From an optimization exercise on the open Yosys and OpenROAD flow, aimed at small area and a short achievable clock period; shortcuts taken in it are not production practice. In this exercise RTL edits were held to simulation tests only and were not proved equivalent to the original. No activity file was given, so power comes from the tool's default toggle rates.

==> 10-25: inputs <==
==> flow/design.v <==
`timescale 1ns/1ps
package issue_pkg;
    localparam int PHYS_REG_BITS = 6;
    localparam int NUM_PHYS_REGS = 1 << PHYS_REG_BITS;
    localparam logic [1:0] FU_NONE = 2'd0;
    localparam logic [1:0] FU_ALU  = 2'd1;
    localparam logic [1:0] FU_MULT = 2'd2;
    localparam logic       OPB_REG = 1'b0;
    localparam logic       OPB_IMM = 1'b1;
    localparam int ENTRY_BITS = 56;
    localparam int E_INST     = 0;
    localparam int E_OPB      = 32;
    localparam int E_KIND     = 33;
    localparam int E_DEST     = 35;
    localparam int E_RDY2     = 41;
    localparam int E_SRC2     = 42;
    localparam int E_RDY1     = 48;
    localparam int E_SRC1     = 49;
    localparam int E_VALID    = 55;
    localparam int I_FUNCT3   = 12;
    localparam int I_IMM      = 20;
    localparam int CDB_BITS   = 39;
    localparam int C_RESULT   = 0;
    localparam int C_REG      = 32;
    localparam int C_VALID    = 38;
    localparam int PKT_BITS   = 74;
    localparam int P_OPB      = 0;
    localparam int P_OPA      = 32;
    localparam int P_FUNC     = 64;
    localparam int P_DEST     = 67;
    localparam int P_VALID    = 73;
endpackage
`timescale 1ns/1ps
module ready_select (
    input  logic [447:0] rs_entries,
    input  logic [1:0]   mult_free,
    input  logic [1:0]   mult_cdb_req,
    output logic [15:0]  alu_sel,
    output logic [15:0]  mult_sel,
    output logic [1:0]   alu_valid,
    output logic [1:0]   unit_valid,
    output logic [7:0]   rs_issuing,
    output logic [1:0]   mult_cdb_gnt
);
    localparam int EB = issue_pkg::ENTRY_BITS;
    logic [7:0] alu_ready;
    logic [7:0] mult_ready;
    logic [7:0] alu_first, alu_second, mult_first, mult_second;
    for (genvar e = 0; e < 8; e++) begin : g_ready
        logic both_ready;
        logic [1:0] kind;
        assign kind = rs_entries[e*EB+issue_pkg::E_KIND +: 2];
        assign both_ready = rs_entries[e*EB+issue_pkg::E_VALID]
                            & rs_entries[e*EB+issue_pkg::E_RDY1]
                            & rs_entries[e*EB+issue_pkg::E_RDY2];
        assign alu_ready[e]  = both_ready & (kind == issue_pkg::FU_ALU);
        assign mult_ready[e] = both_ready & (kind == issue_pkg::FU_MULT);
    end
    always_comb begin
        logic a_one, a_two, m_one, m_two;
        a_one = 1'b0; a_two = 1'b0; m_one = 1'b0; m_two = 1'b0;
        for (int e = 0; e < 8; e++) begin
            alu_first[e]   = alu_ready[e] & ~a_one;
            alu_second[e]  = alu_ready[e] & a_one & ~a_two;
            mult_first[e]  = mult_ready[e] & ~m_one;
            mult_second[e] = mult_ready[e] & m_one & ~m_two;
            a_two = a_two | (a_one & alu_ready[e]);
            a_one = a_one | alu_ready[e];
            m_two = m_two | (m_one & mult_ready[e]);
            m_one = m_one | mult_ready[e];
        end
    end
    logic alu_any, alu_two, mult_any, mult_two;
    logic alu_ok0, alu_ok1;
    assign alu_any  = |alu_ready;
    assign alu_two  = |alu_second;
    assign mult_any = |mult_ready;
    assign mult_two = |mult_second;
    assign mult_cdb_gnt = mult_cdb_req;
    assign alu_ok0 = ~(mult_cdb_req[0] & mult_cdb_req[1]);
    assign alu_ok1 = ~(mult_cdb_req[0] | mult_cdb_req[1]);
    assign alu_sel   = {alu_second, alu_first};
    assign mult_sel  = {mult_free[0] ? mult_second : mult_first, mult_first};
    assign alu_valid = {alu_two & alu_ok1, alu_any & alu_ok0};
    assign unit_valid = {mult_free[1] & (mult_free[0] ? mult_two : mult_any),
                         mult_free[0] & mult_any};
    assign rs_issuing = (alu_first & {8{alu_ok0}})
                      | (alu_second & {8{alu_ok1}})
                      | (mult_first & {8{mult_free[0] | mult_free[1]}})
                      | (mult_second & {8{mult_free[0] & mult_free[1]}});
endmodule
`timescale 1ns/1ps
module issue_register (
    input  logic          clock,
    input  logic          reset,
    input  logic [447:0]  rs_entries,
    input  logic [77:0]   cdb,
    input  logic [15:0]   alu_sel,
    input  logic [15:0]   mult_sel,
    input  logic [1:0]    alu_valid,
    input  logic [1:0]    unit_valid,
    output logic [23:0]   alu_read_idx,
    output logic [23:0]   mult_read_idx,
    output logic [1:0]    held_alu_valid,
    output logic [11:0]   held_alu_dest,
    output logic [5:0]    held_alu_func,
    output logic [23:0]   held_alu_imm,
    output logic [13:0]   held_alu_code,
    output logic [1:0]    held_mult_valid,
    output logic [11:0]   held_mult_dest,
    output logic [5:0]    held_mult_func,
    output logic [11:0]   held_mult_code,
    output logic [63:0]   held_cdb_value
);
    localparam int EB = issue_pkg::ENTRY_BITS;
    localparam int CB = issue_pkg::CDB_BITS;
    function automatic logic [11:0] pick(input logic [7:0] sel, input int lsb, input int width);
        logic [11:0] v;
        v = '0;
        for (int e = 0; e < 8; e++) begin
            for (int b = 0; b < 12; b++) begin
                if (b < width) v[b] = v[b] | (sel[e] & rs_entries[e*EB+lsb+b]);
            end
        end
        pick = v;
    endfunction
    function automatic logic [2:0] src_sel(input logic [5:0] r);
        logic m0, m1;
        m0 = cdb[issue_pkg::C_VALID] && cdb[issue_pkg::C_REG +: 6] == r;
        m1 = cdb[CB+issue_pkg::C_VALID] && cdb[CB+issue_pkg::C_REG +: 6] == r;
        src_sel = {m1, m0 & ~m1, ~m0 & ~m1};
    endfunction
    logic [11:0] alu_dest, mult_dest;
    logic [5:0]  alu_func, mult_func;
    logic [23:0] alu_imm;
    logic [1:0]  alu_opb;
    logic [13:0] alu_code;
    logic [11:0] mult_code;
    for (genvar k = 0; k < 2; k++) begin : g_slot
        assign alu_read_idx[k*12 +: 6]   = pick(alu_sel[k*8 +: 8], issue_pkg::E_SRC1, 6);
        assign alu_read_idx[k*12+6 +: 6] = pick(alu_sel[k*8 +: 8], issue_pkg::E_SRC2, 6);
        assign mult_read_idx[k*12 +: 6]   = pick(mult_sel[k*8 +: 8], issue_pkg::E_SRC1, 6);
        assign mult_read_idx[k*12+6 +: 6] = pick(mult_sel[k*8 +: 8], issue_pkg::E_SRC2, 6);
        assign alu_dest[k*6 +: 6]  = pick(alu_sel[k*8 +: 8], issue_pkg::E_DEST, 6);
        assign mult_dest[k*6 +: 6] = pick(mult_sel[k*8 +: 8], issue_pkg::E_DEST, 6);
        assign alu_func[k*3 +: 3]  = pick(alu_sel[k*8 +: 8], issue_pkg::E_INST+issue_pkg::I_FUNCT3, 3);
        assign mult_func[k*3 +: 3] = pick(mult_sel[k*8 +: 8], issue_pkg::E_INST+issue_pkg::I_FUNCT3, 3);
        assign alu_imm[k*12 +: 12] = pick(alu_sel[k*8 +: 8], issue_pkg::E_INST+issue_pkg::I_IMM, 12);
        assign alu_opb[k] = |(alu_sel[k*8 +: 8] & {rs_entries[7*EB+issue_pkg::E_OPB],
                                                   rs_entries[6*EB+issue_pkg::E_OPB],
                                                   rs_entries[5*EB+issue_pkg::E_OPB],
                                                   rs_entries[4*EB+issue_pkg::E_OPB],
                                                   rs_entries[3*EB+issue_pkg::E_OPB],
                                                   rs_entries[2*EB+issue_pkg::E_OPB],
                                                   rs_entries[1*EB+issue_pkg::E_OPB],
                                                   rs_entries[0*EB+issue_pkg::E_OPB]});
        assign alu_code[k*7 +: 3] = src_sel(alu_read_idx[k*12 +: 6]);
        assign alu_code[k*7+3 +: 4] = alu_opb[k] ? 4'b1000 : {1'b0, src_sel(alu_read_idx[k*12+6 +: 6])};
        assign mult_code[k*6 +: 3] = src_sel(mult_read_idx[k*12 +: 6]);
        assign mult_code[k*6+3 +: 3] = src_sel(mult_read_idx[k*12+6 +: 6]);
    end
    always_ff @(posedge clock) begin
        if (reset) begin
            held_alu_valid <= '0;
            held_mult_valid <= '0;
        end else begin
            held_alu_valid <= alu_valid;
            held_mult_valid <= unit_valid;
        end
    end
    always_ff @(posedge clock) begin
        held_alu_dest <= alu_dest;
        held_alu_func <= alu_func;
        held_alu_imm <= alu_imm;
        held_alu_code <= alu_code;
        held_mult_dest <= mult_dest;
        held_mult_func <= mult_func;
        held_mult_code <= mult_code;
        held_cdb_value <= {cdb[CB+issue_pkg::C_RESULT +: 32], cdb[issue_pkg::C_RESULT +: 32]};
    end
endmodule
`timescale 1ns/1ps
module operand_route (
    input  logic [1:0]    held_alu_valid,
    input  logic [11:0]   held_alu_dest,
    input  logic [5:0]    held_alu_func,
    input  logic [23:0]   held_alu_imm,
    input  logic [13:0]   held_alu_code,
    input  logic [1:0]    held_mult_valid,
    input  logic [11:0]   held_mult_dest,
    input  logic [5:0]    held_mult_func,
    input  logic [11:0]   held_mult_code,
    input  logic [63:0]   held_cdb_value,
    input  logic [127:0]  alu_read_data,
    input  logic [127:0]  mult_read_data,
    output logic [147:0]  alu_packets,
    output logic [147:0]  mult_packets
);
    localparam int PB = issue_pkg::PKT_BITS;
    function automatic logic [31:0] operand(input logic [2:0] sel, input logic [31:0] rf);
        operand = ({32{sel[0]}} & rf)
                | ({32{sel[1]}} & held_cdb_value[31:0])
                | ({32{sel[2]}} & held_cdb_value[63:32]);
    endfunction
    for (genvar k = 0; k < 2; k++) begin : g_pkt
        logic [31:0] imm;
        assign imm = {{20{held_alu_imm[k*12+11]}}, held_alu_imm[k*12 +: 12]};
        assign alu_packets[k*PB+issue_pkg::P_VALID] = held_alu_valid[k];
        assign alu_packets[k*PB+issue_pkg::P_DEST +: 6] = held_alu_dest[k*6 +: 6];
        assign alu_packets[k*PB+issue_pkg::P_FUNC +: 3] = held_alu_func[k*3 +: 3];
        assign alu_packets[k*PB+issue_pkg::P_OPA +: 32] =
            operand(held_alu_code[k*7 +: 3], alu_read_data[k*64 +: 32]);
        assign alu_packets[k*PB+issue_pkg::P_OPB +: 32] =
            operand(held_alu_code[k*7+3 +: 3], alu_read_data[k*64+32 +: 32])
            | ({32{held_alu_code[k*7+6]}} & imm);
        assign mult_packets[k*PB+issue_pkg::P_VALID] = held_mult_valid[k];
        assign mult_packets[k*PB+issue_pkg::P_DEST +: 6] = held_mult_dest[k*6 +: 6];
        assign mult_packets[k*PB+issue_pkg::P_FUNC +: 3] = held_mult_func[k*3 +: 3];
        assign mult_packets[k*PB+issue_pkg::P_OPA +: 32] =
            operand(held_mult_code[k*6 +: 3], mult_read_data[k*64 +: 32]);
        assign mult_packets[k*PB+issue_pkg::P_OPB +: 32] =
            operand(held_mult_code[k*6+3 +: 3], mult_read_data[k*64+32 +: 32]);
    end
endmodule
`timescale 1ns/1ps
module issue_stage (
    input  logic          clock,
    input  logic          reset,
    input  logic [447:0]  rs_entries,
    input  logic [63:0]   complete_list,
    input  logic [77:0]   cdb,
    input  logic [1:0]    mult_free,
    input  logic [1:0]    mult_cdb_req,
    output logic [23:0]   alu_read_idx,
    output logic [23:0]   mult_read_idx,
    input  logic [127:0]  alu_read_data,
    input  logic [127:0]  mult_read_data,
    output logic [7:0]    rs_issuing,
    output logic [1:0]    mult_cdb_gnt,
    output logic [147:0]  alu_packets,
    output logic [147:0]  mult_packets
);
    logic [15:0] alu_sel;
    logic [15:0] mult_sel;
    logic [1:0]  alu_valid;
    logic [1:0]  unit_valid;
    logic [1:0]  held_alu_valid;
    logic [11:0] held_alu_dest;
    logic [5:0]  held_alu_func;
    logic [23:0] held_alu_imm;
    logic [13:0] held_alu_code;
    logic [1:0]  held_mult_valid;
    logic [11:0] held_mult_dest;
    logic [5:0]  held_mult_func;
    logic [11:0] held_mult_code;
    logic [63:0] held_cdb_value;
    ready_select u_ready_select (
        .rs_entries(rs_entries),
        .mult_free(mult_free),
        .mult_cdb_req(mult_cdb_req),
        .alu_sel(alu_sel),
        .mult_sel(mult_sel),
        .alu_valid(alu_valid),
        .unit_valid(unit_valid),
        .rs_issuing(rs_issuing),
        .mult_cdb_gnt(mult_cdb_gnt)
    );
    issue_register u_issue_register (
        .clock(clock),
        .reset(reset),
        .rs_entries(rs_entries),
        .cdb(cdb),
        .alu_sel(alu_sel),
        .mult_sel(mult_sel),
        .alu_valid(alu_valid),
        .unit_valid(unit_valid),
        .alu_read_idx(alu_read_idx),
        .mult_read_idx(mult_read_idx),
        .held_alu_valid(held_alu_valid),
        .held_alu_dest(held_alu_dest),
        .held_alu_func(held_alu_func),
        .held_alu_imm(held_alu_imm),
        .held_alu_code(held_alu_code),
        .held_mult_valid(held_mult_valid),
        .held_mult_dest(held_mult_dest),
        .held_mult_func(held_mult_func),
        .held_mult_code(held_mult_code),
        .held_cdb_value(held_cdb_value)
    );
    operand_route u_operand_route (
        .held_alu_valid(held_alu_valid),
        .held_alu_dest(held_alu_dest),
        .held_alu_func(held_alu_func),
        .held_alu_imm(held_alu_imm),
        .held_alu_code(held_alu_code),
        .held_mult_valid(held_mult_valid),
        .held_mult_dest(held_mult_dest),
        .held_mult_func(held_mult_func),
        .held_mult_code(held_mult_code),
        .held_cdb_value(held_cdb_value),
        .alu_read_data(alu_read_data),
        .mult_read_data(mult_read_data),
        .alu_packets(alu_packets),
        .mult_packets(mult_packets)
    );
endmodule
==> flow/flow/run.sh <==
#!/bin/bash
# The standard layout, with plain buf_1 port buffers and timing repair aimed
# at a larger setup slack than the default.
set -euo pipefail
export BUFFER_PORTS_ARGS="-buffer_cell sky130_fd_sc_hd__buf_1"
if [[ -f flow/extra.env ]]; then
  set -a; source flow/extra.env; set +a
fi
bash standard.sh > standard.log 2>&1
==> flow/flow/extra.env <==
SETUP_SLACK_MARGIN=12.2
==> flow/standard.sh <==
#!/bin/bash
# synth_recipe.tcl (not shown) runs the flow's synth.tcl, then flattens the netlist and writes it again
# the make line also repeats each setting of config.mk as NAME=value (left out here)
make -C /OpenROAD-flow-scripts/flow DESIGN_CONFIG=/design/flow/config.mk WORK_HOME=/design/flow/orfs CLKGATE_MAP_FILE= SYNTH_SCRIPT=/design/flow/synth_recipe.tcl "${@:-finish}"
==> flow/config.mk <==
export PLATFORM = sky130hd
export DESIGN_NAME = issue_stage
export DESIGN_NICKNAME = issue_stage
export VERILOG_FILES = /design/flow/design.v
export SDC_FILE = /design/flow/constraint.sdc
export NUM_CORES = 4
export LEC_CHECK = 0
export CAP_MARGIN = 20
export CORE_AREA = 5 5 455 455
export DIE_AREA = 0 0 460 460
export SLEW_MARGIN = 20
==> flow/constraint.sdc <==
create_clock -name core_clock -period 25.0 [get_ports {clock}]
set_input_delay 5.0000 -clock core_clock [delete_from_list [all_inputs] [get_ports {clock}]]
set_output_delay 5.0000 -clock core_clock [all_outputs]
set_load 0.01 [all_outputs]
==> 09-08 (differences from 10-25) <==
--- a/flow/design.v
+++ b/flow/design.v
@@ -107,3 +107,3 @@
     output logic [23:0]   held_alu_imm,
-    output logic [13:0]   held_alu_code,
+    output logic [7:0]    held_alu_code,
     output logic [1:0]    held_mult_valid,
@@ -111,3 +111,3 @@
     output logic [5:0]    held_mult_func,
-    output logic [11:0]   held_mult_code,
+    output logic [7:0]    held_mult_code,
     output logic [63:0]   held_cdb_value
@@ -126,3 +126,3 @@
     endfunction
-    function automatic logic [2:0] src_sel(input logic [5:0] r);
+    function automatic logic [1:0] src_code(input logic [5:0] r);
         logic m0, m1;
@@ -130,3 +130,3 @@
         m1 = cdb[CB+issue_pkg::C_VALID] && cdb[CB+issue_pkg::C_REG +: 6] == r;
-        src_sel = {m1, m0 & ~m1, ~m0 & ~m1};
+        src_code = {m1, m0 & ~m1};
     endfunction
@@ -136,4 +136,3 @@
     logic [1:0]  alu_opb;
-    logic [13:0] alu_code;
-    logic [11:0] mult_code;
+    logic [7:0]  alu_code, mult_code;
     for (genvar k = 0; k < 2; k++) begin : g_slot
@@ -156,6 +155,6 @@
                                                    rs_entries[0*EB+issue_pkg::E_OPB]});
-        assign alu_code[k*7 +: 3] = src_sel(alu_read_idx[k*12 +: 6]);
-        assign alu_code[k*7+3 +: 4] = alu_opb[k] ? 4'b1000 : {1'b0, src_sel(alu_read_idx[k*12+6 +: 6])};
-        assign mult_code[k*6 +: 3] = src_sel(mult_read_idx[k*12 +: 6]);
-        assign mult_code[k*6+3 +: 3] = src_sel(mult_read_idx[k*12+6 +: 6]);
+        assign alu_code[k*4 +: 2] = src_code(alu_read_idx[k*12 +: 6]);
+        assign alu_code[k*4+2 +: 2] = alu_opb[k] ? 2'b11 : src_code(alu_read_idx[k*12+6 +: 6]);
+        assign mult_code[k*4 +: 2] = src_code(mult_read_idx[k*12 +: 6]);
+        assign mult_code[k*4+2 +: 2] = src_code(mult_read_idx[k*12+6 +: 6]);
     end
@@ -187,3 +186,3 @@
     input  logic [23:0]   held_alu_imm,
-    input  logic [13:0]   held_alu_code,
+    input  logic [7:0]    held_alu_code,
     input  logic [1:0]    held_mult_valid,
@@ -191,3 +190,3 @@
     input  logic [5:0]    held_mult_func,
-    input  logic [11:0]   held_mult_code,
+    input  logic [7:0]    held_mult_code,
     input  logic [63:0]   held_cdb_value,
@@ -199,6 +198,13 @@
     localparam int PB = issue_pkg::PKT_BITS;
-    function automatic logic [31:0] operand(input logic [2:0] sel, input logic [31:0] rf);
-        operand = ({32{sel[0]}} & rf)
-                | ({32{sel[1]}} & held_cdb_value[31:0])
-                | ({32{sel[2]}} & held_cdb_value[63:32]);
+    function automatic logic [31:0] operand(input logic [1:0] code, input logic [31:0] rf);
+        operand = code[1] ? held_cdb_value[63:32] : code[0] ? held_cdb_value[31:0] : rf;
+    endfunction
+    function automatic logic [31:0] operand_b(input logic [1:0] code, input logic [31:0] rf,
+                                              input logic [31:0] imm);
+        case (code)
+            2'b00: operand_b = rf;
+            2'b01: operand_b = held_cdb_value[31:0];
+            2'b10: operand_b = held_cdb_value[63:32];
+            default: operand_b = imm;
+        endcase
     endfunction
@@ -211,6 +217,5 @@
         assign alu_packets[k*PB+issue_pkg::P_OPA +: 32] =
-            operand(held_alu_code[k*7 +: 3], alu_read_data[k*64 +: 32]);
+            operand(held_alu_code[k*4 +: 2], alu_read_data[k*64 +: 32]);
         assign alu_packets[k*PB+issue_pkg::P_OPB +: 32] =
-            operand(held_alu_code[k*7+3 +: 3], alu_read_data[k*64+32 +: 32])
-            | ({32{held_alu_code[k*7+6]}} & imm);
+            operand_b(held_alu_code[k*4+2 +: 2], alu_read_data[k*64+32 +: 32], imm);
         assign mult_packets[k*PB+issue_pkg::P_VALID] = held_mult_valid[k];
@@ -219,5 +224,5 @@
         assign mult_packets[k*PB+issue_pkg::P_OPA +: 32] =
-            operand(held_mult_code[k*6 +: 3], mult_read_data[k*64 +: 32]);
+            operand(held_mult_code[k*4 +: 2], mult_read_data[k*64 +: 32]);
         assign mult_packets[k*PB+issue_pkg::P_OPB +: 32] =
-            operand(held_mult_code[k*6+3 +: 3], mult_read_data[k*64+32 +: 32]);
+            operand(held_mult_code[k*4+2 +: 2], mult_read_data[k*64+32 +: 32]);
     end
@@ -250,3 +255,3 @@
     logic [23:0] held_alu_imm;
-    logic [13:0] held_alu_code;
+    logic [7:0]  held_alu_code;
     logic [1:0]  held_mult_valid;
@@ -254,3 +259,3 @@
     logic [5:0]  held_mult_func;
-    logic [11:0] held_mult_code;
+    logic [7:0]  held_mult_code;
     logic [63:0] held_cdb_value;
==> flow/flow/extra.env (replaced) <==
SETUP_SLACK_MARGIN=13
==> qor summary <==
Status: 10-25 timing/DRC/antenna clean; 09-08 timing/DRC/antenna clean
Fin crit share: 10-25 51.29%; 09-08 49.37%
Number of global-route vias before repair: 10-25 23203; 09-08 23742
Mapped Cells: 10-25 2130; 09-08 2154
Signal buf overhead: 10-25 20.44%; 09-08 28.23%
Post-synthesis sequential element count: 10-25 154; 09-08 144
Destination of the worst hold path: 10-25 u_issue_register.held_cdb_value[9]$_DFF_P_; 09-08 u_issue_register.held_cdb_value[11]$_DFF_P_
Clock group total power: 10-25 0.000302 W; 09-08 0.000318 W
Routed length on met2: 10-25 93890 µm; 09-08 86620 µm
PwrDens: 10-25 36.60 nW/µm²; 09-08 31.16 nW/µm²
Nonclk inv count: 10-25 225; 09-08 23
Capturing instance or port of the critical path: 10-25 alu_read_idx[12]; 09-08 mult_read_idx[15]
Routed WL per cell: 10-25 35.57 µm; 09-08 34.09 µm
Combinational group power: 10-25 0.000286 W; 09-08 0.000338 W
Power consumed by sequential cells: 10-25 0.000288 W; 09-08 0.000279 W
Post-synthesis mux area share: 10-25 0.06467%; 09-08 20.29%
Reported leakage power: 10-25 8.657 nW; 09-08 9.557 nW
Pin count of the biggest net entering global routing: 10-25 50; 09-08 72

-- static timing again, ports no longer ideal --
The flow's constraints put no driver on any port. The routed layouts listed below were extracted and timed again, unchanged, in two steps.
Step 1 (the two cells are an assumption about what drives the block):
set clk [get_ports {clock}]
set_driving_cell -lib_cell sky130_fd_sc_hd__clkbuf_16 $clk
set_driving_cell -lib_cell sky130_fd_sc_hd__buf_2 [delete_from_list [all_inputs] $clk]
Step 2 times the ports against the registers' clock, not the clock port: input delays grow and output delays shrink by t, the midpoint of the rising clock arrivals with the driver on.
a / b / c = no drivers / after step 1 / after step 2; a / b = the first two.
| run | t, ns | setup slack, ns | worst setup path at the end | clock arrival spread, ns | cell pins on the clock port's net |
|---|---|---|---|---|---|
| 10-25 | 0.607 | 12.176 / 12.154 / 12.154 | input to output | 0.024 / 0.024 | 1 |
| 09-08 | 0.635 | 12.656 / 12.600 / 12.600 | input to output | 0.031 / 0.030 | 1 |
After both steps every run listed still meets setup and hold. For 09-08, which loses most, drivers alone change the setup slack by -0.056 ns; drivers and shift together by -0.056 ns.
